Background: an optimization exercise with open tools, aiming at small area and a short achievable clock period. Do not read the settings as production practice. Function was checked by simulation only, so behaviour that the tests miss may differ from the original. Power figures rest on the tool's default switching activity, not on a simulated workload.

===== flow/run.sh =====
#!/bin/bash
# synth_recipe.tcl (not shown) runs the flow's synth.tcl, then flattens the netlist and writes it again
# the make line also repeats each setting of config.mk as NAME=value (left out here)
make -C /OpenROAD-flow-scripts/flow DESIGN_CONFIG=/design/flow/config.mk WORK_HOME=/design/flow/orfs CLKGATE_MAP_FILE= SYNTH_SCRIPT=/design/flow/synth_recipe.tcl finish

===== flow/config.mk =====
export PLATFORM = sky130hd
export DESIGN_NAME = joltage_select_sum
export DESIGN_NICKNAME = joltage_select_sum
export VERILOG_FILES = /design/flow/design.v
export SDC_FILE = /design/flow/constraint.sdc
export NUM_CORES = 4
export LEC_CHECK = 0
export CAP_MARGIN = 20
export CORE_MARGIN = 2
export CORE_UTILIZATION = 55
export SETUP_SLACK_MARGIN = 3.5
export SLEW_MARGIN = 20

===== flow/design.v =====
module joltage_select_sum #(
  parameter int MAX_K = 12,
  parameter int VAL_W = 40,
  parameter int SUM_W = 64,
  parameter int CNT_W = 32,
  localparam int KW   = $clog2(MAX_K+1)
)(
  input  logic             clk,
  input  logic             rst_n,
  input  logic [KW-1:0]    k_sel,
  input  logic [3:0]       in_digit,
  input  logic             in_last,
  input  logic             in_valid,
  output logic             in_ready,
  input  logic             sum_clr,
  output logic             line_valid,
  output logic [VAL_W-1:0] line_value,
  output logic             line_short,
  output logic [SUM_W-1:0] sum_out,
  output logic [CNT_W-1:0] lines_done,
  output logic [2:0]       error
);
  logic [MAX_K-1:0][3:0] dig, cand;
  logic [MAX_K-1:1] shf_q, asc_nxt, shf_nxt;
  logic [VAL_W-1:0] val_p, val_g, va_nxt, vb_nxt;
  logic [VAL_W-1:0] val;
  logic [KW-1:0]    cnt, k_r, k_nxt;
  logic             live, fin, rdy, in_line;
  logic             acc, upd, clr, dig_ok, k_ok, short_l, add_ok;
  logic [VAL_W:0]   add_lo;
  logic [SUM_W-1:0] sum_nxt;
  logic             carry;
  logic [CNT_W-1:0] lines_nxt;
  logic [2:0]       err_set;
  assign in_ready = rdy;
  assign acc      = in_valid && in_ready;
  assign dig_ok   = (in_digit <= 4'd9);
  assign upd      = acc && dig_ok;
  assign clr      = fin || !live;
  assign k_ok     = (k_sel != '0) && (k_sel <= KW'(MAX_K));
  assign short_l  = (cnt < k_r);
  assign add_ok   = fin && !short_l;
  assign k_nxt = in_line ? k_r : (k_ok ? k_sel : KW'(MAX_K));
  always_comb begin
    cand[0] = (shf_q[1] || in_digit > dig[0]) ? in_digit : dig[0];
    for (int j = 1; j < MAX_K; j++)
      cand[j] = shf_q[j] ? dig[j-1] : dig[j];
    for (int j = 1; j < MAX_K; j++)
      asc_nxt[j] = (KW'(j) < k_nxt) && (cand[j] < cand[j-1]);
    shf_nxt[MAX_K-1] = asc_nxt[MAX_K-1];
    for (int j = MAX_K-2; j >= 1; j--)
      shf_nxt[j] = shf_nxt[j+1] | asc_nxt[j];
  end
  jss_bcd2bin u_conv (.d(cand), .va(va_nxt), .vb(vb_nxt));
  assign line_valid = fin;
  assign line_short = fin && short_l;
  assign line_value = add_ok ? val : '0;
  jss_cpa_pg #(.W(VAL_W)) u_val (.p_in(val_p), .g_in(val_g), .s(val));
  jss_cpa_bk #(.W(VAL_W+1)) u_add (.a({1'b0, sum_out[VAL_W-1:0]}), .b({1'b0, val}), .s(add_lo));
  jss_inc #(.W(SUM_W-VAL_W)) u_inc_hi (.a(sum_out[SUM_W-1:VAL_W]), .ci(add_lo[VAL_W]), .s(sum_nxt[SUM_W-1:VAL_W]), .co(carry));
  assign sum_nxt[VAL_W-1:0] = add_lo[VAL_W-1:0];
  assign lines_nxt = lines_done + 1'b1;
  assign err_set = {add_ok && carry,
                    (fin && short_l) || (acc && !in_line && !k_ok),
                    acc && !dig_ok};
  always_ff @(posedge clk or negedge rst_n) begin
    if (!rst_n) begin
      live    <= 1'b0;
      fin     <= 1'b0;
      rdy     <= 1'b0;
    end else begin
      live <= 1'b1;
      fin  <= acc && in_last;
      rdy  <= !(acc && in_last);
    end
  end
  always_ff @(posedge clk) begin
    if (clr) begin
      in_line <= 1'b0;
      dig     <= '0;
      shf_q   <= '0;
      cnt     <= '0;
    end else begin
      if (acc) in_line <= !in_last;
      if (upd) begin
        dig   <= cand;
        shf_q <= shf_nxt;
        if (cnt != KW'(MAX_K)) cnt <= cnt + 1'b1;
      end
    end
  end
  always_ff @(posedge clk) begin
    if (acc && !in_line) k_r <= k_ok ? k_sel : KW'(MAX_K);
    if (upd) begin
      val_p <= va_nxt ^ vb_nxt;
      val_g <= va_nxt & vb_nxt;
    end
  end
  always_ff @(posedge clk or negedge rst_n) begin
    if (!rst_n) begin
      sum_out    <= '0;
      lines_done <= '0;
      error      <= '0;
    end else if (sum_clr) begin
      sum_out    <= '0;
      lines_done <= '0;
      error      <= '0;
    end else begin
      error <= error | err_set;
      if (fin) lines_done <= lines_nxt;
      if (add_ok) sum_out <= sum_nxt;
    end
  end
endmodule
module jss_inc #(parameter int W = 24) (
  input  logic [W-1:0] a,
  input  logic         ci,
  output logic [W-1:0] s,
  output logic         co
);
  localparam int L = $clog2(W);
  logic [W-1:0] p [0:L];
  always_comb begin
    p[0] = a;
    for (int l = 0; l < L; l++)
      for (int i = 0; i < W; i++)
        if ((i >> l) & 1) p[l+1][i] = p[l][i] & p[l][((i >> l) << l) - 1];
        else              p[l+1][i] = p[l][i];
    s[0] = a[0] ^ ci;
    for (int i = 1; i < W; i++) s[i] = a[i] ^ (ci & p[L][i-1]);
    co = ci & p[L][W-1];
  end
endmodule
module jss_bcd2bin (input logic [47:0] d, output logic [39:0] va, output logic [39:0] vb);
  wire w1 = d[0];
  wire w2 = d[1];
  wire w3 = d[4];
  wire w4 = d[2];
  wire w5 = d[5];
  wire w6 = d[8];
  wire w7 = d[3];
  wire w8 = d[6];
  wire w9 = d[4];
  wire w10 = d[9];
  wire w11 = d[12];
  wire w12 = d[10];
  wire w13 = d[13];
  wire w14 = d[16];
  wire w15 = (d[5] | d[7]);
  wire w16 = d[6];
  wire w17 = d[11];
  wire w18 = ~d[8];
  wire w19 = d[14];
  wire w20 = ~d[12];
  wire w21 = d[17];
  wire w22 = d[20];
  wire w23 = d[7];
  wire w24 = d[9];
  wire w25 = d[18];
  wire w26 = d[21];
  wire w27 = d[24];
  wire w28 = (d[13] | d[15]);
  wire w29 = (d[9] ^ d[10]);
  wire w30 = d[8];
  wire w31 = (d[13] ^ d[14]);
  wire w32 = d[19];
  wire w33 = d[22];
  wire w34 = d[20];
  wire w35 = d[25];
  wire w36 = d[28];
  wire w37 = ((~d[12] & ~d[13] & ~d[14] & ~d[15]) | (d[12] & ~d[13] & ~d[14] & ~d[15]));
  wire w38 = ~d[16];
  wire w39 = d[26];
  wire w40 = d[29];
  wire w41 = d[32];
  wire w42 = ((~d[8] & ~d[9] & ~d[10] & ~d[11]) | (d[8] & ~d[9] & ~d[10] & ~d[11]) | (~d[8] & d[9] & ~d[10] & ~d[11]) | (d[8] & d[9] & ~d[10] & ~d[11]) | (~d[8] & d[9] & d[10] & ~d[11]) | (d[8] & d[9] & d[10] & ~d[11]));
  wire w43 = (d[21] | d[23]);
  wire w44 = d[10];
  wire w45 = d[17];
  wire w46 = d[22];
  wire w47 = ~d[20];
  wire w48 = d[27];
  wire w49 = d[24];
  wire w50 = d[30];
  wire w51 = ~d[28];
  wire w52 = d[33];
  wire w53 = d[36];
  wire w54 = d[11];
  wire w55 = d[12];
  wire w56 = (d[17] ^ d[18]);
  wire w57 = d[25];
  wire w58 = d[34];
  wire w59 = d[37];
  wire w60 = d[40];
  wire w61 = (d[21] | d[23]);
  wire w62 = (d[29] | d[31]);
  wire w63 = d[13];
  wire w64 = ((~d[16] & ~d[17] & ~d[18] & ~d[19]) | (d[16] & ~d[17] & ~d[18] & ~d[19]));
  wire w65 = d[16];
  wire w66 = (d[21] ^ d[22]);
  wire w67 = d[20];
  wire w68 = d[26];
  wire w69 = (d[29] ^ d[30]);
  wire w70 = ~d[28];
  wire w71 = d[35];
  wire w72 = d[38];
  wire w73 = d[36];
  wire w74 = d[41];
  wire w75 = d[44];
  wire w76 = d[14];
  wire w77 = d[17];
  wire w78 = d[27];
  wire w79 = d[42];
  wire w80 = d[45];
  wire w81 = ((~d[20] & ~d[21] & ~d[22] & ~d[23]) | (d[20] & ~d[21] & ~d[22] & ~d[23]) | (~d[20] & d[21] & ~d[22] & ~d[23]) | (d[20] & d[21] & ~d[22] & ~d[23]) | (~d[20] & d[21] & d[22] & ~d[23]) | (d[20] & d[21] & d[22] & ~d[23]));
  wire w82 = ((~d[28] & ~d[29] & ~d[30] & ~d[31]) | (d[28] & ~d[29] & ~d[30] & ~d[31]) | (~d[28] & d[29] & ~d[30] & ~d[31]) | (d[28] & d[29] & ~d[30] & ~d[31]) | (~d[28] & d[29] & d[30] & ~d[31]) | (d[28] & d[29] & d[30] & ~d[31]));
  wire w83 = (d[37] | d[39]);
  wire w84 = d[15];
  wire w85 = d[18];
  wire w86 = d[16];
  wire w87 = d[22];
  wire w88 = (d[29] ^ d[30]);
  wire w89 = d[28];
  wire w90 = ~d[32];
  wire w91 = d[38];
  wire w92 = d[43];
  wire w93 = ~d[40];
  wire w94 = d[46];
  wire w95 = ~d[44];
  wire w96 = d[23];
  wire w97 = d[24];
  wire w98 = d[33];
  wire w99 = d[39];
  wire w100 = ~d[36];
  wire w101 = d[41];
  wire w102 = (d[17] | d[19]);
  wire w103 = ((~d[28] & ~d[29] & ~d[30] & ~d[31]) | (d[28] & ~d[29] & ~d[30] & ~d[31]) | (~d[28] & d[29] & ~d[30] & ~d[31]) | (d[28] & d[29] & ~d[30] & ~d[31]) | (~d[28] & d[29] & d[30] & ~d[31]) | (d[28] & d[29] & d[30] & ~d[31]));
  wire w104 = (d[45] | d[47]);
  wire w105 = d[18];
  wire w106 = ~d[20];
  wire w107 = d[25];
  wire w108 = d[30];
  wire w109 = d[28];
  wire w110 = (d[33] ^ d[34]);
  wire w111 = d[37];
  wire w112 = (d[41] ^ d[42]);
  wire w113 = (d[45] ^ d[46]);
  wire w114 = d[19];
  wire w115 = d[21];
  wire w116 = d[26];
  wire w117 = ~d[24];
  wire w118 = ((~d[32] & ~d[33] & ~d[34] & ~d[35]) | (d[32] & ~d[33] & ~d[34] & ~d[35]));
  wire w119 = (d[37] ^ d[38]);
  wire w120 = ~d[36];
  wire w121 = ((~d[40] & ~d[41] & ~d[42] & ~d[43]) | (d[40] & ~d[41] & ~d[42] & ~d[43]));
  wire w122 = ((~d[44] & ~d[45] & ~d[46] & ~d[47]) | (d[44] & ~d[45] & ~d[46] & ~d[47]));
  wire w123 = ~d[44];
  wire w124 = (d[29] | d[31]);
  wire w125 = (d[21] ^ d[22]);
  wire w126 = d[20];
  wire w127 = d[30];
  wire w128 = ~d[32];
  wire w129 = d[45];
  wire w130 = (d[25] | d[27]);
  wire w131 = ((~d[36] & ~d[37] & ~d[38] & ~d[39]) | (d[36] & ~d[37] & ~d[38] & ~d[39]) | (~d[36] & d[37] & ~d[38] & ~d[39]) | (d[36] & d[37] & ~d[38] & ~d[39]) | (~d[36] & d[37] & d[38] & ~d[39]) | (d[36] & d[37] & d[38] & ~d[39]));
  wire w132 = (d[25] ^ d[26]);
  wire w133 = d[31];
  wire w134 = d[33];
  wire w135 = (d[37] ^ d[38]);
  wire w136 = ~d[36];
  wire w137 = ~d[40];
  wire w138 = (d[45] ^ d[46]);
  wire w139 = ((~d[20] & ~d[21] & ~d[22] & ~d[23]) | (d[20] & ~d[21] & ~d[22] & ~d[23]) | (~d[20] & d[21] & ~d[22] & ~d[23]) | (d[20] & d[21] & ~d[22] & ~d[23]) | (~d[20] & d[21] & d[22] & ~d[23]) | (d[20] & d[21] & d[22] & ~d[23]));
  wire w140 = d[22];
  wire w141 = ((~d[24] & ~d[25] & ~d[26] & ~d[27]) | (d[24] & ~d[25] & ~d[26] & ~d[27]));
  wire w142 = ~d[28];
  wire w143 = (d[33] ^ d[34]);
  wire w144 = ~d[32];
  wire w145 = d[41];
  wire w146 = ((~d[44] & ~d[45] & ~d[46] & ~d[47]) | (d[44] & ~d[45] & ~d[46] & ~d[47]));
  wire w147 = ~d[44];
  wire w148 = ((~d[36] & ~d[37] & ~d[38] & ~d[39]) | (d[36] & ~d[37] & ~d[38] & ~d[39]) | (~d[36] & d[37] & ~d[38] & ~d[39]) | (d[36] & d[37] & ~d[38] & ~d[39]) | (~d[36] & d[37] & d[38] & ~d[39]) | (d[36] & d[37] & d[38] & ~d[39]));
  wire w149 = d[23];
  wire w150 = d[24];
  wire w151 = d[29];
  wire w152 = (d[37] ^ d[38]);
  wire w153 = (d[41] ^ d[42]);
  wire w154 = d[40];
  wire w155 = d[45];
  wire w156 = ((~d[32] & ~d[33] & ~d[34] & ~d[35]) | (d[32] & ~d[33] & ~d[34] & ~d[35]) | (~d[32] & d[33] & ~d[34] & ~d[35]) | (d[32] & d[33] & ~d[34] & ~d[35]) | (~d[32] & d[33] & d[34] & ~d[35]) | (d[32] & d[33] & d[34] & ~d[35]));
  wire w157 = d[25];
  wire w158 = (d[29] ^ d[30]);
  wire w159 = d[28];
  wire w160 = (d[33] ^ d[34]);
  wire w161 = ((~d[36] & ~d[37] & ~d[38] & ~d[39]) | (d[36] & ~d[37] & ~d[38] & ~d[39]));
  wire w162 = d[36];
  wire w163 = (d[45] ^ d[46]);
  wire w164 = ((~d[40] & ~d[41] & ~d[42] & ~d[43]) | (d[40] & ~d[41] & ~d[42] & ~d[43]) | (~d[40] & d[41] & ~d[42] & ~d[43]) | (d[40] & d[41] & ~d[42] & ~d[43]) | (~d[40] & d[41] & d[42] & ~d[43]) | (d[40] & d[41] & d[42] & ~d[43]));
  wire w165 = d[26];
  wire w166 = ((~d[32] & ~d[33] & ~d[34] & ~d[35]) | (d[32] & ~d[33] & ~d[34] & ~d[35]));
  wire w167 = d[37];
  wire w168 = d[42];
  wire w169 = ((~d[44] & ~d[45] & ~d[46] & ~d[47]) | (d[44] & ~d[45] & ~d[46] & ~d[47]));
  wire w170 = ((~d[28] & ~d[29] & ~d[30] & ~d[31]) | (d[28] & ~d[29] & ~d[30] & ~d[31]) | (~d[28] & d[29] & ~d[30] & ~d[31]) | (d[28] & d[29] & ~d[30] & ~d[31]) | (~d[28] & d[29] & d[30] & ~d[31]) | (d[28] & d[29] & d[30] & ~d[31]));
  wire w171 = d[27];
  wire w172 = d[30];
  wire w173 = d[28];
  wire w174 = d[38];
  wire w175 = ~d[36];
  wire w176 = d[43];
  wire w177 = d[44];
  wire w178 = d[45];
  wire w179 = (d[29] | d[31]);
  wire w180 = (d[37] | d[39]);
  wire w181 = d[30];
  wire w182 = ~d[32];
  wire w183 = (d[37] ^ d[38]);
  wire w184 = d[46];
  wire w185 = d[31];
  wire w186 = d[33];
  wire w187 = ((~d[36] & ~d[37] & ~d[38] & ~d[39]) | (d[36] & ~d[37] & ~d[38] & ~d[39]));
  wire w188 = ~d[36];
  wire w189 = d[40];
  wire w190 = d[47];
  wire w191 = (d[33] ^ d[34]);
  wire w192 = d[32];
  wire w193 = d[37];
  wire w194 = d[41];
  wire w195 = d[44];
  wire w196 = (d[37] ^ d[38]);
  wire w197 = d[42];
  wire w198 = d[40];
  wire w199 = d[45];
  wire w200 = ((~d[32] & ~d[33] & ~d[34] & ~d[35]) | (d[32] & ~d[33] & ~d[34] & ~d[35]) | (~d[32] & d[33] & ~d[34] & ~d[35]) | (d[32] & d[33] & ~d[34] & ~d[35]) | (~d[32] & d[33] & d[34] & ~d[35]) | (d[32] & d[33] & d[34] & ~d[35]));
  wire w201 = d[34];
  wire w202 = ((~d[36] & ~d[37] & ~d[38] & ~d[39]) | (d[36] & ~d[37] & ~d[38] & ~d[39]));
  wire w203 = d[46];
  wire w204 = (d[41] | d[43]);
  wire w205 = d[35];
  wire w206 = d[36];
  wire w207 = d[42];
  wire w208 = d[40];
  wire w209 = d[47];
  wire w210 = d[44];
  wire w211 = d[37];
  wire w212 = d[45];
  wire w213 = (d[41] | d[43]);
  wire w214 = d[38];
  wire w215 = d[42];
  wire w216 = d[46];
  wire w217 = ~d[44];
  wire w218 = d[39];
  wire w219 = d[43];
  wire w220 = d[40];
  wire w221 = (d[45] | d[47]);
  wire w222 = d[41];
  wire w223 = (d[45] ^ d[46]);
  wire w224 = d[42];
  wire w225 = ((~d[44] & ~d[45] & ~d[46] & ~d[47]) | (d[44] & ~d[45] & ~d[46] & ~d[47]));
  wire w226 = ~d[44];
  wire w227 = d[43];
  wire w228 = d[45];
  wire w229 = (d[45] ^ d[46]);
  wire w230 = d[44];
  wire w231 = ((~d[44] & ~d[45] & ~d[46] & ~d[47]) | (d[44] & ~d[45] & ~d[46] & ~d[47]) | (~d[44] & d[45] & ~d[46] & ~d[47]) | (d[44] & d[45] & ~d[46] & ~d[47]) | (~d[44] & d[45] & d[46] & ~d[47]) | (d[44] & d[45] & d[46] & ~d[47]));
  wire w232 = d[46];
  wire w233 = 1'b1 ^ w75;
  wire w234 = 1'b1 & w75;
  wire w235 = w53 ^ w52;
  wire w236 = w53 & w52;
  wire w237 = w62 ^ w61;
  wire w238 = w62 & w61;
  wire w239 = w233 ^ w74;
  wire w240 = w239 ^ w73;
  wire w241 = (w233 & w74) | (w239 & w73);
  wire w242 = w72 ^ w71;
  wire w243 = w242 ^ w70;
  wire w244 = (w72 & w71) | (w242 & w70);
  wire w245 = w69 ^ w68;
  wire w246 = w69 & w68;
  wire w247 = w234 ^ w83;
  wire w248 = w247 ^ w82;
  wire w249 = (w234 & w83) | (w247 & w82);
  wire w250 = w81 ^ w80;
  wire w251 = w81 & w80;
  wire w252 = 1'b1 ^ w95;
  wire w253 = w252 ^ w94;
  wire w254 = (1'b1 & w95) | (w252 & w94);
  wire w255 = w93 ^ w92;
  wire w256 = w255 ^ w91;
  wire w257 = (w93 & w92) | (w255 & w91);
  wire w258 = w90 ^ w89;
  wire w259 = w258 ^ w88;
  wire w260 = (w90 & w89) | (w258 & w88);
  wire w261 = 1'b1 ^ w104;
  wire w262 = w261 ^ w103;
  wire w263 = (1'b1 & w104) | (w261 & w103);
  wire w264 = w102 ^ w101;
  wire w265 = w264 ^ w100;
  wire w266 = (w102 & w101) | (w264 & w100);
  wire w267 = w113 ^ w112;
  wire w268 = w267 ^ w111;
  wire w269 = (w113 & w112) | (w267 & w111);
  wire w270 = w124 ^ w123;
  wire w271 = w270 ^ w122;
  wire w272 = (w124 & w123) | (w270 & w122);
  wire w273 = w121 ^ w120;
  wire w274 = w121 & w120;
  wire w275 = 1'b1 ^ w148;
  wire w276 = 1'b1 & w148;
  wire w277 = w22 ^ w21;
  wire w278 = w22 & w21;
  wire w279 = 1'b1 ^ w28;
  wire w280 = w279 ^ w27;
  wire w281 = (1'b1 & w28) | (w279 & w27);
  wire w282 = 1'b1 ^ w36;
  wire w283 = w282 ^ w35;
  wire w284 = (1'b1 & w36) | (w282 & w35);
  wire w285 = w34 ^ w33;
  wire w286 = w285 ^ w32;
  wire w287 = (w34 & w33) | (w285 & w32);
  wire w288 = w43 ^ w42;
  wire w289 = w288 ^ w41;
  wire w290 = (w43 & w42) | (w288 & w41);
  wire w291 = w40 ^ w39;
  wire w292 = w40 & w39;
  wire w293 = w235 ^ w51;
  wire w294 = w293 ^ w50;
  wire w295 = (w235 & w51) | (w293 & w50);
  wire w296 = w49 ^ w48;
  wire w297 = w296 ^ w47;
  wire w298 = (w49 & w48) | (w296 & w47);
  wire w299 = w46 ^ w45;
  wire w300 = w46 & w45;
  wire w301 = w236 ^ w237;
  wire w302 = w301 ^ w60;
  wire w303 = (w236 & w237) | (w301 & w60);
  wire w304 = w59 ^ w58;
  wire w305 = w304 ^ w57;
  wire w306 = (w59 & w58) | (w304 & w57);
  wire w307 = w56 ^ w55;
  wire w308 = w307 ^ w54;
  wire w309 = (w56 & w55) | (w307 & w54);
  wire w310 = w238 ^ w245;
  wire w311 = w310 ^ w243;
  wire w312 = (w238 & w245) | (w310 & w243);
  wire w313 = w240 ^ w67;
  wire w314 = w313 ^ w66;
  wire w315 = (w240 & w67) | (w313 & w66);
  wire w316 = w65 ^ w64;
  wire w317 = w316 ^ w63;
  wire w318 = (w65 & w64) | (w316 & w63);
  wire w319 = w246 ^ w244;
  wire w320 = w319 ^ w241;
  wire w321 = (w246 & w244) | (w319 & w241);
  wire w322 = w250 ^ w248;
  wire w323 = w322 ^ w79;
  wire w324 = (w250 & w248) | (w322 & w79);
  wire w325 = w78 ^ w77;
  wire w326 = w325 ^ w76;
  wire w327 = (w78 & w77) | (w325 & w76);
  wire w328 = w251 ^ w249;
  wire w329 = w328 ^ w259;
  wire w330 = (w251 & w249) | (w328 & w259);
  wire w331 = w256 ^ w253;
  wire w332 = w331 ^ w87;
  wire w333 = (w256 & w253) | (w331 & w87);
  wire w334 = w86 ^ w85;
  wire w335 = w334 ^ w84;
  wire w336 = (w86 & w85) | (w334 & w84);
  wire w337 = w260 ^ w257;
  wire w338 = w337 ^ w254;
  wire w339 = (w260 & w257) | (w337 & w254);
  wire w340 = w265 ^ w262;
  wire w341 = w340 ^ w99;
  wire w342 = (w265 & w262) | (w340 & w99);
  wire w343 = w98 ^ w97;
  wire w344 = w343 ^ w96;
  wire w345 = (w98 & w97) | (w343 & w96);
  wire w346 = w266 ^ w263;
  wire w347 = w346 ^ w268;
  wire w348 = (w266 & w263) | (w346 & w268);
  wire w349 = w110 ^ w109;
  wire w350 = w349 ^ w108;
  wire w351 = (w110 & w109) | (w349 & w108);
  wire w352 = w107 ^ w106;
  wire w353 = w352 ^ w105;
  wire w354 = (w107 & w106) | (w352 & w105);
  wire w355 = w269 ^ w273;
  wire w356 = w355 ^ w271;
  wire w357 = (w269 & w273) | (w355 & w271);
  wire w358 = w119 ^ w118;
  wire w359 = w358 ^ w117;
  wire w360 = (w119 & w118) | (w358 & w117);
  wire w361 = w116 ^ w115;
  wire w362 = w361 ^ w114;
  wire w363 = (w116 & w115) | (w361 & w114);
  wire w364 = w274 ^ w272;
  wire w365 = w364 ^ w131;
  wire w366 = (w274 & w272) | (w364 & w131);
  wire w367 = w130 ^ w129;
  wire w368 = w367 ^ w128;
  wire w369 = (w130 & w129) | (w367 & w128);
  wire w370 = w127 ^ w126;
  wire w371 = w370 ^ w125;
  wire w372 = (w127 & w126) | (w370 & w125);
  wire w373 = w139 ^ w138;
  wire w374 = w373 ^ w137;
  wire w375 = (w139 & w138) | (w373 & w137);
  wire w376 = w136 ^ w135;
  wire w377 = w376 ^ w134;
  wire w378 = (w136 & w135) | (w376 & w134);
  wire w379 = w133 ^ w132;
  wire w380 = w133 & w132;
  wire w381 = w275 ^ w147;
  wire w382 = w381 ^ w146;
  wire w383 = (w275 & w147) | (w381 & w146);
  wire w384 = w145 ^ w144;
  wire w385 = w384 ^ w143;
  wire w386 = (w145 & w144) | (w384 & w143);
  wire w387 = w142 ^ w141;
  wire w388 = w387 ^ w140;
  wire w389 = (w142 & w141) | (w387 & w140);
  wire w390 = w276 ^ w156;
  wire w391 = w390 ^ w155;
  wire w392 = (w276 & w156) | (w390 & w155);
  wire w393 = w154 ^ w153;
  wire w394 = w393 ^ w152;
  wire w395 = (w154 & w153) | (w393 & w152);
  wire w396 = w151 ^ w150;
  wire w397 = w396 ^ w149;
  wire w398 = (w151 & w150) | (w396 & w149);
  wire w399 = 1'b1 ^ w164;
  wire w400 = w399 ^ w163;
  wire w401 = (1'b1 & w164) | (w399 & w163);
  wire w402 = w162 ^ w161;
  wire w403 = w402 ^ w160;
  wire w404 = (w162 & w161) | (w402 & w160);
  wire w405 = w159 ^ w158;
  wire w406 = w405 ^ w157;
  wire w407 = (w159 & w158) | (w405 & w157);
  wire w408 = w170 ^ w169;
  wire w409 = w408 ^ w168;
  wire w410 = (w170 & w169) | (w408 & w168);
  wire w411 = w167 ^ w166;
  wire w412 = w167 & w166;
  wire w413 = w177 ^ w176;
  wire w414 = w413 ^ w175;
  wire w415 = (w177 & w176) | (w413 & w175);
  wire w416 = w174 ^ w173;
  wire w417 = w174 & w173;
  wire w418 = 1'b1 ^ w190;
  wire w419 = 1'b1 & w190;
  wire w420 = 1'b1 ^ w210;
  wire w421 = 1'b1 & w210;
  wire w422 = w11 ^ w10;
  wire w423 = w11 & w10;
  wire w424 = w15 ^ w14;
  wire w425 = w15 & w14;
  wire w426 = w277 ^ w20;
  wire w427 = w426 ^ w19;
  wire w428 = (w277 & w20) | (w426 & w19);
  wire w429 = w18 ^ w17;
  wire w430 = w18 & w17;
  wire w431 = w278 ^ w280;
  wire w432 = w431 ^ w26;
  wire w433 = (w278 & w280) | (w431 & w26);
  wire w434 = w25 ^ w24;
  wire w435 = w434 ^ w23;
  wire w436 = (w25 & w24) | (w434 & w23);
  wire w437 = w281 ^ w286;
  wire w438 = w437 ^ w283;
  wire w439 = (w281 & w286) | (w437 & w283);
  wire w440 = w31 ^ w30;
  wire w441 = w440 ^ w29;
  wire w442 = (w31 & w30) | (w440 & w29);
  wire w443 = w287 ^ w284;
  wire w444 = w443 ^ w291;
  wire w445 = (w287 & w284) | (w443 & w291);
  wire w446 = w289 ^ w38;
  wire w447 = w446 ^ w37;
  wire w448 = (w289 & w38) | (w446 & w37);
  wire w449 = w292 ^ w290;
  wire w450 = w449 ^ w299;
  wire w451 = (w292 & w290) | (w449 & w299);
  wire w452 = w297 ^ w294;
  wire w453 = w452 ^ w44;
  wire w454 = (w297 & w294) | (w452 & w44);
  wire w455 = w300 ^ w298;
  wire w456 = w455 ^ w295;
  wire w457 = (w300 & w298) | (w455 & w295);
  wire w458 = w308 ^ w305;
  wire w459 = w458 ^ w302;
  wire w460 = (w308 & w305) | (w458 & w302);
  wire w461 = w309 ^ w306;
  wire w462 = w461 ^ w303;
  wire w463 = (w309 & w306) | (w461 & w303);
  wire w464 = w317 ^ w314;
  wire w465 = w464 ^ w311;
  wire w466 = (w317 & w314) | (w464 & w311);
  wire w467 = w318 ^ w315;
  wire w468 = w467 ^ w312;
  wire w469 = (w318 & w315) | (w467 & w312);
  wire w470 = w326 ^ w323;
  wire w471 = w470 ^ w320;
  wire w472 = (w326 & w323) | (w470 & w320);
  wire w473 = w327 ^ w324;
  wire w474 = w473 ^ w321;
  wire w475 = (w327 & w324) | (w473 & w321);
  wire w476 = w335 ^ w332;
  wire w477 = w476 ^ w329;
  wire w478 = (w335 & w332) | (w476 & w329);
  wire w479 = w336 ^ w333;
  wire w480 = w479 ^ w330;
  wire w481 = (w336 & w333) | (w479 & w330);
  wire w482 = w344 ^ w341;
  wire w483 = w482 ^ w338;
  wire w484 = (w344 & w341) | (w482 & w338);
  wire w485 = w345 ^ w342;
  wire w486 = w485 ^ w339;
  wire w487 = (w345 & w342) | (w485 & w339);
  wire w488 = w353 ^ w350;
  wire w489 = w488 ^ w347;
  wire w490 = (w353 & w350) | (w488 & w347);
  wire w491 = w354 ^ w351;
  wire w492 = w491 ^ w348;
  wire w493 = (w354 & w351) | (w491 & w348);
  wire w494 = w362 ^ w359;
  wire w495 = w494 ^ w356;
  wire w496 = (w362 & w359) | (w494 & w356);
  wire w497 = w363 ^ w360;
  wire w498 = w497 ^ w357;
  wire w499 = (w363 & w360) | (w497 & w357);
  wire w500 = w371 ^ w368;
  wire w501 = w500 ^ w365;
  wire w502 = (w371 & w368) | (w500 & w365);
  wire w503 = w372 ^ w369;
  wire w504 = w503 ^ w366;
  wire w505 = (w372 & w369) | (w503 & w366);
  wire w506 = w379 ^ w377;
  wire w507 = w506 ^ w374;
  wire w508 = (w379 & w377) | (w506 & w374);
  wire w509 = w380 ^ w378;
  wire w510 = w509 ^ w375;
  wire w511 = (w380 & w378) | (w509 & w375);
  wire w512 = w388 ^ w385;
  wire w513 = w512 ^ w382;
  wire w514 = (w388 & w385) | (w512 & w382);
  wire w515 = w389 ^ w386;
  wire w516 = w515 ^ w383;
  wire w517 = (w389 & w386) | (w515 & w383);
  wire w518 = w397 ^ w394;
  wire w519 = w518 ^ w391;
  wire w520 = (w397 & w394) | (w518 & w391);
  wire w521 = w398 ^ w395;
  wire w522 = w521 ^ w392;
  wire w523 = (w398 & w395) | (w521 & w392);
  wire w524 = w406 ^ w403;
  wire w525 = w524 ^ w400;
  wire w526 = (w406 & w403) | (w524 & w400);
  wire w527 = w407 ^ w404;
  wire w528 = w527 ^ w401;
  wire w529 = (w407 & w404) | (w527 & w401);
  wire w530 = w411 ^ w409;
  wire w531 = w530 ^ w165;
  wire w532 = (w411 & w409) | (w530 & w165);
  wire w533 = w412 ^ w410;
  wire w534 = w533 ^ w416;
  wire w535 = (w412 & w410) | (w533 & w416);
  wire w536 = w414 ^ w172;
  wire w537 = w536 ^ w171;
  wire w538 = (w414 & w172) | (w536 & w171);
  wire w539 = w417 ^ w415;
  wire w540 = w539 ^ w180;
  wire w541 = (w417 & w415) | (w539 & w180);
  wire w542 = w179 ^ w178;
  wire w543 = w179 & w178;
  wire w544 = w184 ^ w183;
  wire w545 = w544 ^ w182;
  wire w546 = (w184 & w183) | (w544 & w182);
  wire w547 = w418 ^ w189;
  wire w548 = w547 ^ w188;
  wire w549 = (w418 & w189) | (w547 & w188);
  wire w550 = w187 ^ w186;
  wire w551 = w187 & w186;
  wire w552 = w419 ^ w195;
  wire w553 = w552 ^ w194;
  wire w554 = (w419 & w195) | (w552 & w194);
  wire w555 = w193 ^ w192;
  wire w556 = w555 ^ w191;
  wire w557 = (w193 & w192) | (w555 & w191);
  wire w558 = w200 ^ w199;
  wire w559 = w558 ^ w198;
  wire w560 = (w200 & w199) | (w558 & w198);
  wire w561 = w197 ^ w196;
  wire w562 = w197 & w196;
  wire w563 = w204 ^ w203;
  wire w564 = w563 ^ w202;
  wire w565 = (w204 & w203) | (w563 & w202);
  wire w566 = w420 ^ w209;
  wire w567 = w566 ^ w208;
  wire w568 = (w420 & w209) | (w566 & w208);
  wire w569 = w207 ^ w206;
  wire w570 = w207 & w206;
  wire w571 = w421 ^ 1'b1;
  wire w572 = w571 ^ w213;
  wire w573 = (w421 & 1'b1) | (w571 & w213);
  wire w574 = w212 ^ w211;
  wire w575 = w212 & w211;
  wire w576 = w217 ^ w216;
  wire w577 = w576 ^ w215;
  wire w578 = (w217 & w216) | (w576 & w215);
  wire w579 = 1'b1 ^ w221;
  wire w580 = w579 ^ w220;
  wire w581 = (1'b1 & w221) | (w579 & w220);
  wire w582 = w422 ^ w9;
  wire w583 = w422 & w9;
  wire w584 = w423 ^ w424;
  wire w585 = w584 ^ w13;
  wire w586 = (w423 & w424) | (w584 & w13);
  wire w587 = w425 ^ w429;
  wire w588 = w587 ^ w427;
  wire w589 = (w425 & w429) | (w587 & w427);
  wire w590 = w430 ^ w428;
  wire w591 = w590 ^ w435;
  wire w592 = (w430 & w428) | (w590 & w435);
  wire w593 = w436 ^ w433;
  wire w594 = w593 ^ w441;
  wire w595 = (w436 & w433) | (w593 & w441);
  wire w596 = w442 ^ w439;
  wire w597 = w596 ^ w447;
  wire w598 = (w442 & w439) | (w596 & w447);
  wire w599 = w448 ^ w445;
  wire w600 = w599 ^ w453;
  wire w601 = (w448 & w445) | (w599 & w453);
  wire w602 = w454 ^ w451;
  wire w603 = w602 ^ w459;
  wire w604 = (w454 & w451) | (w602 & w459);
  wire w605 = w460 ^ w457;
  wire w606 = w605 ^ w465;
  wire w607 = (w460 & w457) | (w605 & w465);
  wire w608 = w466 ^ w463;
  wire w609 = w608 ^ w471;
  wire w610 = (w466 & w463) | (w608 & w471);
  wire w611 = w472 ^ w469;
  wire w612 = w611 ^ w477;
  wire w613 = (w472 & w469) | (w611 & w477);
  wire w614 = w478 ^ w475;
  wire w615 = w614 ^ w483;
  wire w616 = (w478 & w475) | (w614 & w483);
  wire w617 = w484 ^ w481;
  wire w618 = w617 ^ w489;
  wire w619 = (w484 & w481) | (w617 & w489);
  wire w620 = w490 ^ w487;
  wire w621 = w620 ^ w495;
  wire w622 = (w490 & w487) | (w620 & w495);
  wire w623 = w496 ^ w493;
  wire w624 = w623 ^ w501;
  wire w625 = (w496 & w493) | (w623 & w501);
  wire w626 = w502 ^ w499;
  wire w627 = w626 ^ w507;
  wire w628 = (w502 & w499) | (w626 & w507);
  wire w629 = w508 ^ w505;
  wire w630 = w629 ^ w513;
  wire w631 = (w508 & w505) | (w629 & w513);
  wire w632 = w514 ^ w511;
  wire w633 = w632 ^ w519;
  wire w634 = (w514 & w511) | (w632 & w519);
  wire w635 = w520 ^ w517;
  wire w636 = w635 ^ w525;
  wire w637 = (w520 & w517) | (w635 & w525);
  wire w638 = w526 ^ w523;
  wire w639 = w638 ^ w531;
  wire w640 = (w526 & w523) | (w638 & w531);
  wire w641 = w532 ^ w529;
  wire w642 = w641 ^ w537;
  wire w643 = (w532 & w529) | (w641 & w537);
  wire w644 = w538 ^ w535;
  wire w645 = w644 ^ w542;
  wire w646 = (w538 & w535) | (w644 & w542);
  wire w647 = w543 ^ w541;
  wire w648 = w647 ^ w545;
  wire w649 = (w543 & w541) | (w647 & w545);
  wire w650 = w546 ^ w550;
  wire w651 = w650 ^ w548;
  wire w652 = (w546 & w550) | (w650 & w548);
  wire w653 = w551 ^ w549;
  wire w654 = w653 ^ w556;
  wire w655 = (w551 & w549) | (w653 & w556);
  wire w656 = w557 ^ w554;
  wire w657 = w656 ^ w561;
  wire w658 = (w557 & w554) | (w656 & w561);
  wire w659 = w562 ^ w560;
  wire w660 = w659 ^ w564;
  wire w661 = (w562 & w560) | (w659 & w564);
  wire w662 = w565 ^ w569;
  wire w663 = w662 ^ w567;
  wire w664 = (w565 & w569) | (w662 & w567);
  wire w665 = w570 ^ w568;
  wire w666 = w665 ^ w574;
  wire w667 = (w570 & w568) | (w665 & w574);
  wire w668 = w575 ^ w573;
  wire w669 = w668 ^ w577;
  wire w670 = (w575 & w573) | (w668 & w577);
  wire w671 = w578 ^ w580;
  wire w672 = w671 ^ w219;
  wire w673 = (w578 & w580) | (w671 & w219);
  wire w674 = w581 ^ 1'b1;
  wire w675 = w674 ^ w223;
  wire w676 = (w581 & 1'b1) | (w674 & w223);
  wire w677 = 1'b1 ^ w226;
  wire w678 = w677 ^ w225;
  wire w679 = (1'b1 & w226) | (w677 & w225);
  wire w680 = w6 ^ w5;
  wire w681 = w6 & w5;
  wire w682 = w582 ^ w8;
  wire w683 = w682 ^ w7;
  wire w684 = (w582 & w8) | (w682 & w7);
  wire w685 = w583 ^ w585;
  wire w686 = w685 ^ w12;
  wire w687 = (w583 & w585) | (w685 & w12);
  wire w688 = w586 ^ w588;
  wire w689 = w688 ^ w16;
  wire w690 = (w586 & w588) | (w688 & w16);
  wire w691 = w589 ^ w591;
  wire w692 = w691 ^ w432;
  wire w693 = (w589 & w591) | (w691 & w432);
  wire w694 = w592 ^ w594;
  wire w695 = w694 ^ w438;
  wire w696 = (w592 & w594) | (w694 & w438);
  wire w697 = w595 ^ w597;
  wire w698 = w697 ^ w444;
  wire w699 = (w595 & w597) | (w697 & w444);
  wire w700 = w598 ^ w600;
  wire w701 = w700 ^ w450;
  wire w702 = (w598 & w600) | (w700 & w450);
  wire w703 = w601 ^ w603;
  wire w704 = w703 ^ w456;
  wire w705 = (w601 & w603) | (w703 & w456);
  wire w706 = w604 ^ w606;
  wire w707 = w706 ^ w462;
  wire w708 = (w604 & w606) | (w706 & w462);
  wire w709 = w607 ^ w609;
  wire w710 = w709 ^ w468;
  wire w711 = (w607 & w609) | (w709 & w468);
  wire w712 = w610 ^ w612;
  wire w713 = w712 ^ w474;
  wire w714 = (w610 & w612) | (w712 & w474);
  wire w715 = w613 ^ w615;
  wire w716 = w715 ^ w480;
  wire w717 = (w613 & w615) | (w715 & w480);
  wire w718 = w616 ^ w618;
  wire w719 = w718 ^ w486;
  wire w720 = (w616 & w618) | (w718 & w486);
  wire w721 = w619 ^ w621;
  wire w722 = w721 ^ w492;
  wire w723 = (w619 & w621) | (w721 & w492);
  wire w724 = w622 ^ w624;
  wire w725 = w724 ^ w498;
  wire w726 = (w622 & w624) | (w724 & w498);
  wire w727 = w625 ^ w627;
  wire w728 = w727 ^ w504;
  wire w729 = (w625 & w627) | (w727 & w504);
  wire w730 = w628 ^ w630;
  wire w731 = w730 ^ w510;
  wire w732 = (w628 & w630) | (w730 & w510);
  wire w733 = w631 ^ w633;
  wire w734 = w733 ^ w516;
  wire w735 = (w631 & w633) | (w733 & w516);
  wire w736 = w634 ^ w636;
  wire w737 = w736 ^ w522;
  wire w738 = (w634 & w636) | (w736 & w522);
  wire w739 = w637 ^ w639;
  wire w740 = w739 ^ w528;
  wire w741 = (w637 & w639) | (w739 & w528);
  wire w742 = w640 ^ w642;
  wire w743 = w742 ^ w534;
  wire w744 = (w640 & w642) | (w742 & w534);
  wire w745 = w643 ^ w645;
  wire w746 = w745 ^ w540;
  wire w747 = (w643 & w645) | (w745 & w540);
  wire w748 = w646 ^ w648;
  wire w749 = w748 ^ w181;
  wire w750 = (w646 & w648) | (w748 & w181);
  wire w751 = w649 ^ w651;
  wire w752 = w751 ^ w185;
  wire w753 = (w649 & w651) | (w751 & w185);
  wire w754 = w652 ^ w654;
  wire w755 = w754 ^ w553;
  wire w756 = (w652 & w654) | (w754 & w553);
  wire w757 = w655 ^ w657;
  wire w758 = w757 ^ w559;
  wire w759 = (w655 & w657) | (w757 & w559);
  wire w760 = w658 ^ w660;
  wire w761 = w760 ^ w201;
  wire w762 = (w658 & w660) | (w760 & w201);
  wire w763 = w661 ^ w663;
  wire w764 = w763 ^ w205;
  wire w765 = (w661 & w663) | (w763 & w205);
  wire w766 = w664 ^ w666;
  wire w767 = w766 ^ w572;
  wire w768 = (w664 & w666) | (w766 & w572);
  wire w769 = w667 ^ w669;
  wire w770 = w769 ^ w214;
  wire w771 = (w667 & w669) | (w769 & w214);
  wire w772 = w670 ^ w672;
  wire w773 = w772 ^ w218;
  wire w774 = (w670 & w672) | (w772 & w218);
  wire w775 = w673 ^ w675;
  wire w776 = w775 ^ w222;
  wire w777 = (w673 & w675) | (w775 & w222);
  wire w778 = w676 ^ w678;
  wire w779 = w778 ^ w224;
  wire w780 = (w676 & w678) | (w778 & w224);
  wire w781 = w679 ^ w228;
  wire w782 = w781 ^ w227;
  wire w783 = (w679 & w228) | (w781 & w227);
  wire w784 = 1'b1 ^ w230;
  wire w785 = w784 ^ w229;
  wire w786 = (1'b1 & w230) | (w784 & w229);
  wire [39:0] ra = {w232, w231, w785, w782, w779, w776, w773, w770, w767, w764, w761, w758, w755, w752, w749, w746, w743, w740, w737, w734, w731, w728, w725, w722, w719, w716, w713, w710, w707, w704, w701, w698, w695, w692, w689, w686, w683, w4, w2, w1};
  wire [39:0] rb = {1'b1, w786, w783, w780, w777, w774, w771, w768, w765, w762, w759, w756, w753, w750, w747, w744, w741, w738, w735, w732, w729, w726, w723, w720, w717, w714, w711, w708, w705, w702, w699, w696, w693, w690, w687, w684, w681, w680, w3, 1'b0};
  assign va = ra;
  assign vb = rb;
endmodule
module jss_cpa_sklansky #(parameter int W = 40) (input logic [W-1:0] a, b, output logic [W-1:0] s);
  localparam int L = $clog2(W);
  logic [W-1:0] g [0:L];
  logic [W-1:0] p [0:L];
  always_comb begin
    g[0] = a & b; p[0] = a ^ b;
    for (int l = 0; l < L; l++)
      for (int i = 0; i < W; i++)
        if ((i >> l) & 1) begin
          g[l+1][i] = g[l][i] | (p[l][i] & g[l][((i >> l) << l) - 1]);
          p[l+1][i] = p[l][i] & p[l][((i >> l) << l) - 1];
        end else begin
          g[l+1][i] = g[l][i]; p[l+1][i] = p[l][i];
        end
    s[0] = p[0][0];
    for (int i = 1; i < W; i++) s[i] = p[0][i] ^ g[L][i-1];
  end
endmodule
module jss_cpa_ripple #(parameter int W = 40) (input logic [W-1:0] a, b, output logic [W-1:0] s);
  logic [W:0] c;
  always_comb begin
    c[0] = 1'b0;
    for (int i = 0; i < W; i++) begin
      s[i] = a[i] ^ b[i] ^ c[i];
      c[i+1] = (a[i] & b[i]) | (a[i] & c[i]) | (b[i] & c[i]);
    end
  end
endmodule
module jss_cpa_bk #(parameter int W = 40) (input logic [W-1:0] a, b, output logic [W-1:0] s);
  localparam int L = $clog2(W);
  logic [W-1:0] g, p;
  always_comb begin
    g = a & b; p = a ^ b;
    for (int l = 0; l < L; l++)
      for (int i = 0; i < W; i++)
        if (((i + 1) % (2 << l)) == 0) begin
          g[i] = g[i] | (p[i] & g[i - (1 << l)]);
          p[i] = p[i] & p[i - (1 << l)];
        end
    for (int l = L - 1; l >= 0; l--)
      for (int i = 0; i < W; i++)
        if (((i + 1) % (2 << l)) == (1 << l) && i >= (2 << l) + (1 << l) - 1) begin
          g[i] = g[i] | (p[i] & g[i - (1 << l)]);
          p[i] = p[i] & p[i - (1 << l)];
        end
    s[0] = a[0] ^ b[0];
    for (int i = 1; i < W; i++) s[i] = a[i] ^ b[i] ^ g[i-1];
  end
endmodule
module jss_cpa_pg #(parameter int W = 40) (input logic [W-1:0] p_in, g_in, output logic [W-1:0] s);
  localparam int L = $clog2(W);
  logic [W-1:0] g [0:L];
  logic [W-1:0] p [0:L];
  always_comb begin
    g[0] = g_in; p[0] = p_in;
    for (int l = 0; l < L; l++)
      for (int i = 0; i < W; i++)
        if ((i >> l) & 1) begin
          g[l+1][i] = g[l][i] | (p[l][i] & g[l][((i >> l) << l) - 1]);
          p[l+1][i] = p[l][i] & p[l][((i >> l) << l) - 1];
        end else begin
          g[l+1][i] = g[l][i]; p[l+1][i] = p[l][i];
        end
    s[0] = p_in[0];
    for (int i = 1; i < W; i++) s[i] = p_in[i] ^ g[L][i-1];
  end
endmodule

===== flow/constraint.sdc =====
create_clock -name core_clock -period 9.0 [get_ports {clk}]
set_input_delay 1.8000 -clock core_clock [delete_from_list [all_inputs] [get_ports {clk}]]
set_output_delay 1.8000 -clock core_clock [all_outputs]
set_load 0.01 [all_outputs]

==> run summary, run 1 <==
- overall via count from detail_route: 13800
- antenna viol nets, final: 0
- drt drc: 0
- Detail Placement HPWL: 36800 um
- cells along the critical path: o211ai_2, o211ai_4, nand3_2, a2111oi_2, o21ai_1, nand2_1, ha_1, nor2_1, xnor2_1, and2_1, clkdlybuf4s50_1
- Hold Violations, Final: 0
- Synth Warn #: 7
- clock skew after layout: 19.0 ps
- number of distinct standard cells referenced by the synthesized netlist: 69
- number of nets at the end of the flow: 2367
- Least-Margin Pin Slew: 1080 ps
- TritonCTS clock tree: done
- Crit path arrival time: 3550 ps
- clock buffers created by TritonCTS: 29
- Slew headroom: 27.8%
- share of the cycle needed by the critical path after routing: 59.4%
- setup repair after global routing missed its margin: yes
- post-route standard cell area excluding fillers: 22200 sq um
- final routed wire length divided by cell count: 18.8 um
- fraction of final layout cells sized beyond drive strength 1: 6.12%
- clock tree root driver cell: sky130_fd_sc_hd__clkbuf_16
- power per standard cell area: 240 nW/um^2
- die span in y: 190 um
- growth of design area from synthesis to finish: 16.6%
- global-route wire length before repair: 76100 um
- CTS clock-pin slew for the worst setup and hold paths: 60 ps
- Final min period: 5350 ps
- Synth Instances: 1871
- row count: 68
- Total Routed Length: 46900 um
- via count of the first global-routing pass: 14100
- cell area after synthesis: 19000 sq um
- largest incremental delay on the critical path: 550 ps
- fraction of registers with async set or reset after synthesis: 41.1%
- Avg Inst Size Synth: 10.2 sq um
- count of pins on the block boundary: 155
- outcome: finished clean
- Remaining Overflow, GRT: 0
- maximum fanout count along the critical path: 4
- met2 routed wirelength: 21400 um
- type of destination of the critical path: output port
- floorplan die area: 36100 sq um
- cell with the most instances after synthesis: sky130_fd_sc_hd__inv_1
- maximum number of pins on one net before global-route repair: 104
- HP Class: flop to flop
- sequential fraction of the synthesis area: 33.1%
- antenna violations before repair: 0
- top routing layer used: met4
- routed wl met3: 2210 um
- starting density of the core: 55.5%
- insertion delay to the later sink of the worst-skew pair: 580 ps
- standard cell with the maximum stage delay on the critical path: sky130_fd_sc_hd__clkdlybuf4s50_1
- number of pins exceeding their max-slew limit in the final report: 0
- max-cap check violation count: 0
- net count after synthesis: 2220
- IR drop worst, VDD: 0.000161 V
- number of H-tree levels: 1
- combined global-route utilization of all metal layers: 26.9%
- required time of the critical path: 7200 ps
- final weighted congestion in routability-driven placement: 0.931
- per-cell via count in the routed design: 5.55
- Setup CP Type: flop to output port
- Synth area leader: sky130_fd_sc_hd__fa_1
- placement-stage cell area: 21100 sq um
- core area: 34300 sq um
- most area-consuming cells after synthesis: sky130_fd_sc_hd__fa_1 (19%), sky130_fd_sc_hd__dfrtp_1 (13%), sky130_fd_sc_hd__edfxtp_1 (13%), sky130_fd_sc_hd__ha_1 (10%), sky130_fd_sc_hd__dfxtp_1 (6.7%)
- share of the synthesized area in the top cell type: 18.7%
- Post-synth EDFFs: 82
- aggregate negative setup slack: 0 ps
- Peak Freq: 187 MHz
- clock buffer depth: 3
- Die Width: 190 um
- count of routing violations after the opening detailed-route iteration: 952
- type of origin of the critical path: flop
- number of input and output port buffers inserted: 154
- wire length on met1: 22000 um
- most used flip-flop cell after synthesis: sky130_fd_sc_hd__dfrtp_1
- number of hold-repair buffers added at the cts stage: 0
- number of endpoints failing setup at the final stage: 0
- total of flip-flops plus latches after synthesis: 248
- leakage component of the power: 0.00972 uW
- number of non-filler instances in the completed layout: 2496
- commonest cells in the synthesized netlist: sky130_fd_sc_hd__inv_1 (264), sky130_fd_sc_hd__fa_1 (178), sky130_fd_sc_hd__nor2_1 (176)
- clk sinks: 248
- ANT cells: 0
- Placed Instances: 2438
- number of iterations in the first detailed-routing pass: 5
area by class of cell:
type	count	area (sq um)
multi-input cells	1296	11600
inverters	264	991
fillers	2843	12100
clock buffers	37	787
repair buffers	179	1730
well taps	455	569
flip-flops and latches	248	6300
clock inverters	17	208
state kept, by name, indices dropped and copies added (netlist names):
name,flops
val_p,40
cnt,4
shf_q,11
dig,48
error,3
in_line,1
val_g,38
k_r,4
sum_out,64
lines_done,32
live,1
rdy,1
fin,1
per-layer routing:
metal	up-vias	global-route usage, %
met5	-	0
met2	358	42.9
met4	0	7.22
li1	6622	-
met3	86	3.45
met1	6777	38.9
layout by cell type, fill, tap and decap left out, drive strengths merged, types with 27 or more instances in the layout:
cell           Yosys  final
inv              264    265
fa               178    178
nor2             176    176
ha               158    158
clkdlybuf4s50      0    149
nand2            116    116
dfrtp            102    102
a21oi             92     92
edfxtp            82     82
a211oi            79     79
xnor2             70     70
dfxtp             64     64
mux2i             53     53
o21ai             50     50
clkbuf            44     37
and2              36     36
xor2              33     33
nand3             29     29
a21o              27     27
buf               19     27
path summary, 6_finish.rpt:
check                          start        endpoint  slack [ps]  cells after the start
max                         val_p[5]  line_value[33]        3650                     11
min                          dig[47]         dig[47]         500                      2
max reg2reg                val_p[11]     sum_out[41]        3890                     21
min reg2reg                  dig[47]         dig[47]         500                      2
max in group asynchronous      rst_n     sum_out[36]        6550                      2
min in group asynchronous      rst_n  lines_done[25]        1190                      1
worst max-delay path, delay by kind of cell (launching register included):
kind	cells	cell delay (ps)
AOI/OAI and AO/OA	4	1090
buffers and inverters	1	550
and+or+nand+nor	4	480
DFF	1	410
xor gates and xnor gates	1	290
adders and majority gates	1	140
what timing repair did:
action / in CTS / in global routing
buffers inserted: 1 / 3
gates resized for setup: 9 / 10
setup endpoints to repair: 10 / 15
pin swaps: 2 / 9
power by group:
part	leakage (uW)	switching, uW	total [uW]	internal, uW
logic	0.00652	1410	2460	1050
registers	0.00273	145	1630	1480
clock network	0.000481	493	1230	735
total	0.00972	2050	5310	3270
through the flow:
step                      utilization [%]  total power, uW  hold slack, ps  setup WS (ps)
final                                64.7             5310             496           3650
after floorplan                         -             3390             471           3820
after detailed placement             61.4             4070             494           3790
after global routing                 64.7             5840             505           3470
after global placement               61.4             4010             479           3910
after CTS                            64.5             5350             499           3430
kinds of logic (layout without fill, tap and decap cells):
family	after synthesis	in the layout	share of synthesized area [%]
compound gates	324	324	11.7
xor+xnor	103	103	4.74
fa+ha+maj	336	336	29.1
buf+inv	327	497	6.51
flops	248	248	33.1
mux	59	59	3.14
other cells	1	1	0.0197
simple gates	473	473	11.7
==> inputs of run 2 (changes only) <==
--- a/flow/config.mk
+++ b/flow/config.mk
@@ -8,5 +8,5 @@
 export CAP_MARGIN = 20
 export CORE_MARGIN = 2
 export CORE_UTILIZATION = 55
-export SETUP_SLACK_MARGIN = 3.5
+export SETUP_SLACK_MARGIN = 4.0
 export SLEW_MARGIN = 20
==> run summary, run 2 <==
- outcome: finished clean
- row count: 68
- global-route wire length before repair: 77200 um
- standard cell with the maximum stage delay on the critical path: sky130_fd_sc_hd__a2111o_1
- per-cell via count in the routed design: 5.53
- number of nets at the end of the flow: 2400
- CTS clock-pin slew for the worst setup and hold paths: 60 ps
- number of pins exceeding their max-slew limit in the final report: 0
- power per standard cell area: 239 nW/um^2
- Synth Instances: 1871
- Least-Margin Pin Slew: 946 ps
- Remaining Overflow, GRT: 0
- reg-to-reg endpoint: val_p[15]
- number of iterations in the first detailed-routing pass: 4
- total number of cells along the worst setup path: 9
- most area-consuming cells after synthesis: sky130_fd_sc_hd__fa_1 (19%), sky130_fd_sc_hd__dfrtp_1 (13%), sky130_fd_sc_hd__edfxtp_1 (13%), sky130_fd_sc_hd__ha_1 (10%), sky130_fd_sc_hd__dfxtp_1 (6.7%)
- count of routing violations after the opening detailed-route iteration: 775
- clock buffer depth: 3
- Total Routed Length: 47800 um
- HP Class: flop to flop
- worst reg2reg setup slack: 4150 ps
- overall via count from detail_route: 14000
- Die Width: 190 um
- IR drop worst, VDD: 0.000185 V
- Peak Freq: 197 MHz
- number of H-tree levels: 1
- required time of the critical path: 7200 ps
- Hold Violations, Final: 0
- count of pins on the block boundary: 155
- share of the synthesized area in the top cell type: 18.7%
- Detail Placement HPWL: 36700 um
- worst reg2reg path startpoint: shf_q[9]
- clock tree root driver cell: sky130_fd_sc_hd__clkbuf_16
- insertion delay to the later sink of the worst-skew pair: 580 ps
- number of hold-repair buffers added at the cts stage: 0
- clock skew after layout: 12.4 ps
- leakage component of the power: 0.00998 uW
- Combinational Power Share: 48.4%
- number of input and output port buffers inserted: 154
- antenna viol nets, final: 0
- aggregate negative setup slack: 0 ps
- Setup CP Type: flop to output port
- maximum fanout count along the critical path: 4
- highest-count cells in the layout ignoring fill and taps: sky130_fd_sc_hd__inv_1 (264), sky130_fd_sc_hd__fa_1 (178), sky130_fd_sc_hd__nor2_1 (174), sky130_fd_sc_hd__ha_1 (156), sky130_fd_sc_hd__clkdlybuf4s50_1 (134)
- Avg Inst Size Synth: 10.2 sq um
- final weighted congestion in routability-driven placement: 0.946
- cells along the critical path: o211ai_2, o211ai_2, nand3_2, a2111o_1, a2111oi_4, buf_4, o31ai_2, a311oi_2, buf_2
- number of distinct standard cells referenced by the synthesized netlist: 69
- hold slack final: 498 ps
- number of endpoints failing setup at the final stage: 0
- most frequent cell on the critical path: sky130_fd_sc_hd__o211ai_2
- type of destination of the critical path: output port
- TritonCTS clock tree: done
- combined global-route utilization of all metal layers: 27.2%
- launching element of the worst setup path: val_g[3]
- commonest cells in the synthesized netlist: sky130_fd_sc_hd__inv_1 (264), sky130_fd_sc_hd__fa_1 (178), sky130_fd_sc_hd__nor2_1 (176)
- switching power: 2120 uW
- starting density of the core: 55.5%
- cell type group with the largest total delay on the critical path: compound AO/OA/AOI/OAI gates
- net count after synthesis: 2220
- antenna violations before repair: 0
- die span in y: 190 um
- setup repair after global routing missed its margin: yes
- fraction of registers with async set or reset after synthesis: 41.1%
- sequential share of power: 30.3%
- clock buffers created by TritonCTS: 29
- hold-critical path depth: 2
- fraction of final layout cells sized beyond drive strength 1: 9.84%
- Post-synth EDFFs: 82
- sequential fraction of the synthesis area: 33.1%
- via count of the first global-routing pass: 14000
- growth of design area from synthesis to finish: 19.1%
- cell area after synthesis: 19000 sq um
- register with the highest flop count: sum_out
- floorplan die area: 36100 sq um
- Slew headroom: 35.1%
- capture point of the critical path: line_value[38]
- maximum number of pins on one net before global-route repair: 107
- minimum setup slack after placement: 3760 ps
- final routed wire length divided by cell count: 18.9 um
- total of flip-flops plus latches after synthesis: 248
- Worst Slack Setup Final: 3920 ps
- cell with the most instances after synthesis: sky130_fd_sc_hd__inv_1
- Top Registers: sum_out (64), dig (48), val_p (40)
- Final min period: 5080 ps
- Fill cells: 2778
- type of origin of the critical path: flop
- drt drc: 0
- flip-flop count of the largest register, all copies and words added: 64
- Crit path arrival time: 3280 ps
- most used flip-flop cell after synthesis: sky130_fd_sc_hd__dfrtp_1
- clk sinks: 248
- Worst Path Buf+Inv: 2
- largest incremental delay on the critical path: 540 ps
- ANT cells: 0
- most frequent standard cell in the layout excluding fill and tap cells: sky130_fd_sc_hd__inv_1
- core area: 34300 sq um
- max-cap check violation count: 0
- Synth Warn #: 7
- Synth area leader: sky130_fd_sc_hd__fa_1
- share of the cycle needed by the critical path after routing: 56.4%
- number of cell instances on the worst register-to-register path: 10
- switching fraction of total power: 39.2%
- proportion of power drawn by the clock network: 21.2%
- internal power of the cells: 3300 uW
[run 2: cell counts after synthesis]
Identical to the previous run, type by type.
[run 2: kinds of logic (layout without fill, tap and decap cells)]
logic type	Yosys count	count (layout)	synth area share (%)
buffers and inverters	327	529	6.51
adders and majority gates	336	336	29.1
DFF	248	248	33.1
and+or+nand+nor	473	474	11.7
xor gates and xnor gates	103	103	4.74
muxes	59	59	3.14
other	1	1	0.0197
AOI/OAI and AO/OA	324	324	11.7
[run 2: timing repair]
action,in CTS,in global routing
pin swaps,17,22
endpoints found under the setup margin,52,69
cloned,1,0
hold endpoints to repair,0,0
resized for setup,52,69
buffers inserted,19,16
[run 2: tightest hold or removal path, stage by stage (launching register included)]
cell	delay (ps)
sky130_fd_sc_hd__dfrtp_1	340
sky130_fd_sc_hd__a31oi_1	40
sky130_fd_sc_hd__nor2_1	70
[run 2: worst min path at each step]
stage / startpoint / endpoint / slack, ps
final: error[0] / error[0] / 500
after floorplan: dig[45] / dig[45] / 470
after detailed placement: dig[45] / dig[45] / 490
after CTS: dig[45] / dig[45] / 500
after global placement: dig[45] / dig[45] / 480
after global routing: dig[45] / dig[45] / 520
[run 2: cell type report]
cell class / count / area, sq um / share of cell area [%]
Inverter: 264 / 991 / 4.37
Multi-Input combinational cell: 1297 / 11900 / 52.7
Tap cell: 455 / 569 / 2.51
Sequential cell: 248 / 6300 / 27.8
Clock inverter: 18 / 159 / 0.701
Clock buffer: 36 / 762 / 3.36
Timing Repair Buffer: 211 / 1950 / 8.59
[run 2: power by group through the flow]
stage / clock network [uW] / registers, uW / logic [uW]
floorplan: 0 / 1590 / 1800
global placement: 0 / 1640 / 2370
detailed placement: 0 / 1640 / 2420
CTS: 1180 / 1630 / 2540
global route: 1220 / 1660 / 3070
finish: 1150 / 1640 / 2620
[run 2: metal layers]
layer	vias up	track usage (%)	wire length (um)
li1	6679	-	-
met1	6840	40.1	22200
met2	383	42.3	21500
met3	87	3.52	2620
met4	0	7.84	1460
met5	-	0	0
[run 2: through the flow]
| stage | area [sq um] | util (%) | power [uW] | cells |
|---|---|---|---|---|
| 2_1_floorplan | 19000 | - | 3390 | 1871 |
| 3_5_place_dp | 21100 | 61.4 | 4070 | 2439 |
| 5_1_grt | 22700 | 66.1 | 5960 | 2529 |
| 4_1_cts | 22300 | 65.0 | 5350 | 2513 |
| 3_3_place_gp | 21100 | 61.4 | 4000 | 2439 |
| 6_report | 22700 | 66.1 | 5420 | 2529 |
==> inputs of run 3 (changes only) <==
==> flow/flow/run.sh (new file) <==
#!/bin/bash
set -euo pipefail
export BUFFER_PORTS_ARGS="-buffer_cell sky130_fd_sc_hd__buf_1"
bash standard.sh finish > standard_flow.log 2>&1
==> flow/standard.sh (new file) <==
#!/bin/bash
# synth_recipe.tcl (not shown) runs the flow's synth.tcl, then flattens the netlist and writes it again
# the make line also repeats each setting of config.mk as NAME=value (left out here)
make -C /OpenROAD-flow-scripts/flow DESIGN_CONFIG=/design/flow/config.mk WORK_HOME=/design/flow/orfs CLKGATE_MAP_FILE= SYNTH_SCRIPT=/design/flow/synth_recipe.tcl "${@:-finish}"
--- a/flow/config.mk
+++ b/flow/config.mk
@@ -8,5 +8,5 @@
 export CAP_MARGIN = 20
 export CORE_MARGIN = 2
 export CORE_UTILIZATION = 55
-export SETUP_SLACK_MARGIN = 4.0
+export SETUP_SLACK_MARGIN = 3.5
 export SLEW_MARGIN = 20
removed: flow/run.sh
==> run summary, run 3 <==
- outcome: finished clean
- Synth Instances: 1871
- Detail Placement HPWL: 36200 um
- reg-to-reg endpoint: val_p[12]
- aggregate negative setup slack: 0 ps
- worst reg2reg path startpoint: shf_q[7]
- clock skew after layout: 12.1 ps
- synthesized-area fraction occupied by ao, oa, aoi and oai cells: 11.7%
- register with the highest flop count: sum_out
- share of the synthesized area in the top cell type: 18.7%
- final routed wire length divided by cell count: 18.4 um
- global-route wire length before repair: 73900 um
- highest-count cells in the layout ignoring fill and taps: sky130_fd_sc_hd__inv_1 (264), sky130_fd_sc_hd__fa_1 (178), sky130_fd_sc_hd__nor2_1 (175), sky130_fd_sc_hd__ha_1 (158), sky130_fd_sc_hd__buf_1 (152)
- worst reg2reg setup slack: 3750 ps
- overall via count from detail_route: 13600
- main combinational cell family by area after synthesis: adder cells
- Die Width: 190 um
- number of endpoints failing setup at the final stage: 0
- number of distinct standard cells referenced by the synthesized netlist: 69
- Avg Inst Size Synth: 10.2 sq um
- number of cell instances on the worst register-to-register path: 11
- maximum fanout count along the critical path: 7
- Crit path arrival time: 5550 ps
- clock buffer depth: 3
- count of pins on the block boundary: 155
- number of input and output port buffers inserted: 154
- growth of design area from synthesis to finish: 10.9%
- Setup CP Type: flop to flop
- fraction of final layout cells sized beyond drive strength 1: 5.79%
- most used flip-flop cell after synthesis: sky130_fd_sc_hd__dfrtp_1
- mux cell area share after synthesis: 3.14%
- Synth area leader: sky130_fd_sc_hd__fa_1
- Least-Margin Pin Slew: 1030 ps
- antenna violations before repair: 0
- Synth Warn #: 7
- via count of the first global-routing pass: 13500
- total of flip-flops plus latches after synthesis: 248
- clk sinks: 248
- type of destination of the critical path: flop
- clock tree root driver cell: sky130_fd_sc_hd__clkbuf_16
- final weighted congestion in routability-driven placement: 0.932
- per-cell via count in the routed design: 5.44
- launching element of the worst setup path: shf_q[7]
- maximum number of pins on one net before global-route repair: 104
- power per standard cell area: 245 nW/um^2
- count of routing violations after the opening detailed-route iteration: 775
- clock buffers created by TritonCTS: 29
- core area: 34300 sq um
- type of origin of the critical path: flop
- insertion delay to the later sink of the worst-skew pair: 560 ps
- cell area after synthesis: 19000 sq um
- post-synthesis xor/xnor area fraction: 4.74%
- Hold Violations, Final: 0
- TritonCTS clock tree: done
- placement-stage cell area: 20100 sq um
- most frequent standard cell in the layout excluding fill and tap cells: sky130_fd_sc_hd__inv_1
- Remaining Overflow, GRT: 0
- sequential fraction of the synthesis area: 33.1%
- net count after synthesis: 2220
- commonest cells in the synthesized netlist: sky130_fd_sc_hd__inv_1 (264), sky130_fd_sc_hd__fa_1 (178), sky130_fd_sc_hd__nor2_1 (176)
- Peak Freq: 191 MHz
- drt drc: 0
- adder and majority gate portion of the synthesized area: 29.1%
- most area-consuming cells after synthesis: sky130_fd_sc_hd__fa_1 (19%), sky130_fd_sc_hd__dfrtp_1 (13%), sky130_fd_sc_hd__edfxtp_1 (13%), sky130_fd_sc_hd__ha_1 (10%), sky130_fd_sc_hd__dfxtp_1 (6.7%)
- Post-synth EDFFs: 82
- Total Routed Length: 45800 um
- cell with the most instances after synthesis: sky130_fd_sc_hd__inv_1
- die span in y: 190 um
- flip-flop count of the largest register, all copies and words added: 64
- max-cap check violation count: 0
- CTS clock-pin slew for the worst setup and hold paths: 60 ps
[run 3: cell count changes in the layout (fill, tap and decap cells not counted), moves of 6 or more]
cell | previous run | this run
sky130_fd_sc_hd__xnor2_1 | 64 | 70
sky130_fd_sc_hd__a21oi_1 | 82 | 89
sky130_fd_sc_hd__buf_4 | 55 | 23
sky130_fd_sc_hd__xor2_1 | 26 | 33
sky130_fd_sc_hd__clkdlybuf4s50_1 | 134 | 0
sky130_fd_sc_hd__buf_1 | 0 | 152
[run 3: critical path, stage by stage (launching register included)]
cell,delay [ps]
sky130_fd_sc_hd__dfxtp_1,490
sky130_fd_sc_hd__mux2i_1,840
sky130_fd_sc_hd__inv_1,360
sky130_fd_sc_hd__a21oi_1,460
sky130_fd_sc_hd__fa_1,520
sky130_fd_sc_hd__fa_1,500
sky130_fd_sc_hd__inv_1,50
sky130_fd_sc_hd__fa_1,510
sky130_fd_sc_hd__fa_1,430
sky130_fd_sc_hd__fa_1,510
sky130_fd_sc_hd__inv_1,40
sky130_fd_sc_hd__ha_1,280
[run 3: layout make-up]
class | instances | area (sq um)
timing repair buffer | 178 | 769
tap | 455 | 569
clock buffer | 39 | 850
fill | 2998 | 13200
clock inverter | 14 | 88.8
inverter | 264 | 991
multi-input combinational | 1296 | 11500
sequential | 248 | 6300
[run 3: metrics by stage]
step           worst slack [ps]  utilization, %  power (uW)  hold WS, ps  cells
2_1_floorplan              3820               -        3390          471   1871
6_report                   3750            61.5        5160          492   2494
5_1_grt                    3520            61.5        5700          513   2494
4_1_cts                    3680            61.3        5220          490   2487
3_3_place_gp               3890            58.6        4000          476   2434
3_5_place_dp               3800            58.6        4050          485   2434
[run 3: report_power, final]
group / switching, uW / total (uW) / internal [uW]
logic: 1400 / 2420 / 1010
clock network: 469 / 1130 / 663
registers: 135 / 1620 / 1480
total: 2010 / 5160 / 3160
[run 3: worst min path at each step]
stage,from,to,slack (ps),cells after the start
after floorplan,dig[45],dig[45],470,2
after global placement,error[0],error[0],480,2
after detailed placement,dig[46],dig[46],490,2
after CTS,dig[46],dig[46],490,2
after global routing,error[0],error[0],510,2
final,dig[46],dig[46],490,2
[run 3: layer usage]
layer | track usage (%) | up-vias | part of all wire (%)
li1 | - | 6594 | -
met1 | 38.6 | 6608 | 48
met2 | 40.3 | 302 | 45
met3 | 3.21 | 58 | 5.1
met4 | 6.47 | 0 | 2.1
met5 | 0 | - | 0
[run 3: repair_timing]
action / CTS / global route
pin swaps: 0 / 1
setup buffers: 0 / 7
resized for setup: 1 / 3
hold buffers: 0 / 0
setup endpoints to repair: 2 / 8
endpoints found under the hold margin: 0 / 0
[run 3: kinds of logic (layout without fill, tap and decap cells)]
| group | Yosys count | after routing |
|---|---|---|
| xor gates and xnor gates | 103 | 103 |
| other | 1 | 1 |
| and+or+nand+nor | 473 | 473 |
| AOI/OAI and AO/OA | 324 | 324 |
| buffers and inverters | 327 | 495 |
| muxes | 59 | 59 |
| adders and majority gates | 336 | 336 |
| DFF | 248 | 248 |

what the ideal ports hide:
The flow's constraints put no driver on any port. The routed layouts listed below were extracted and timed again, unchanged, in two steps.
Step 1 sets driving cells, clkbuf_16 on the clock port and buf_2 on the other inputs (assumed; they add their load-dependent delay and slew).
Step 2 times the ports against the registers' clock, not the clock port: input delays grow and output delays shrink by t, the midpoint of the rising clock arrivals with the driver on.
Three values: no drivers, after step 1, after step 2; two values: the first two.
| run | shift t [ns] | slack for setup (ns) |
|---|---|---|
| run 1 | 0.627 | 3.651 / 3.597 / 3.888 |
| run 2 | 0.627 | 3.920 / 3.867 / 3.990 |
| run 3 | 0.606 | 3.753 / 3.721 / 3.753 |
After both steps every run listed still meets setup and hold.
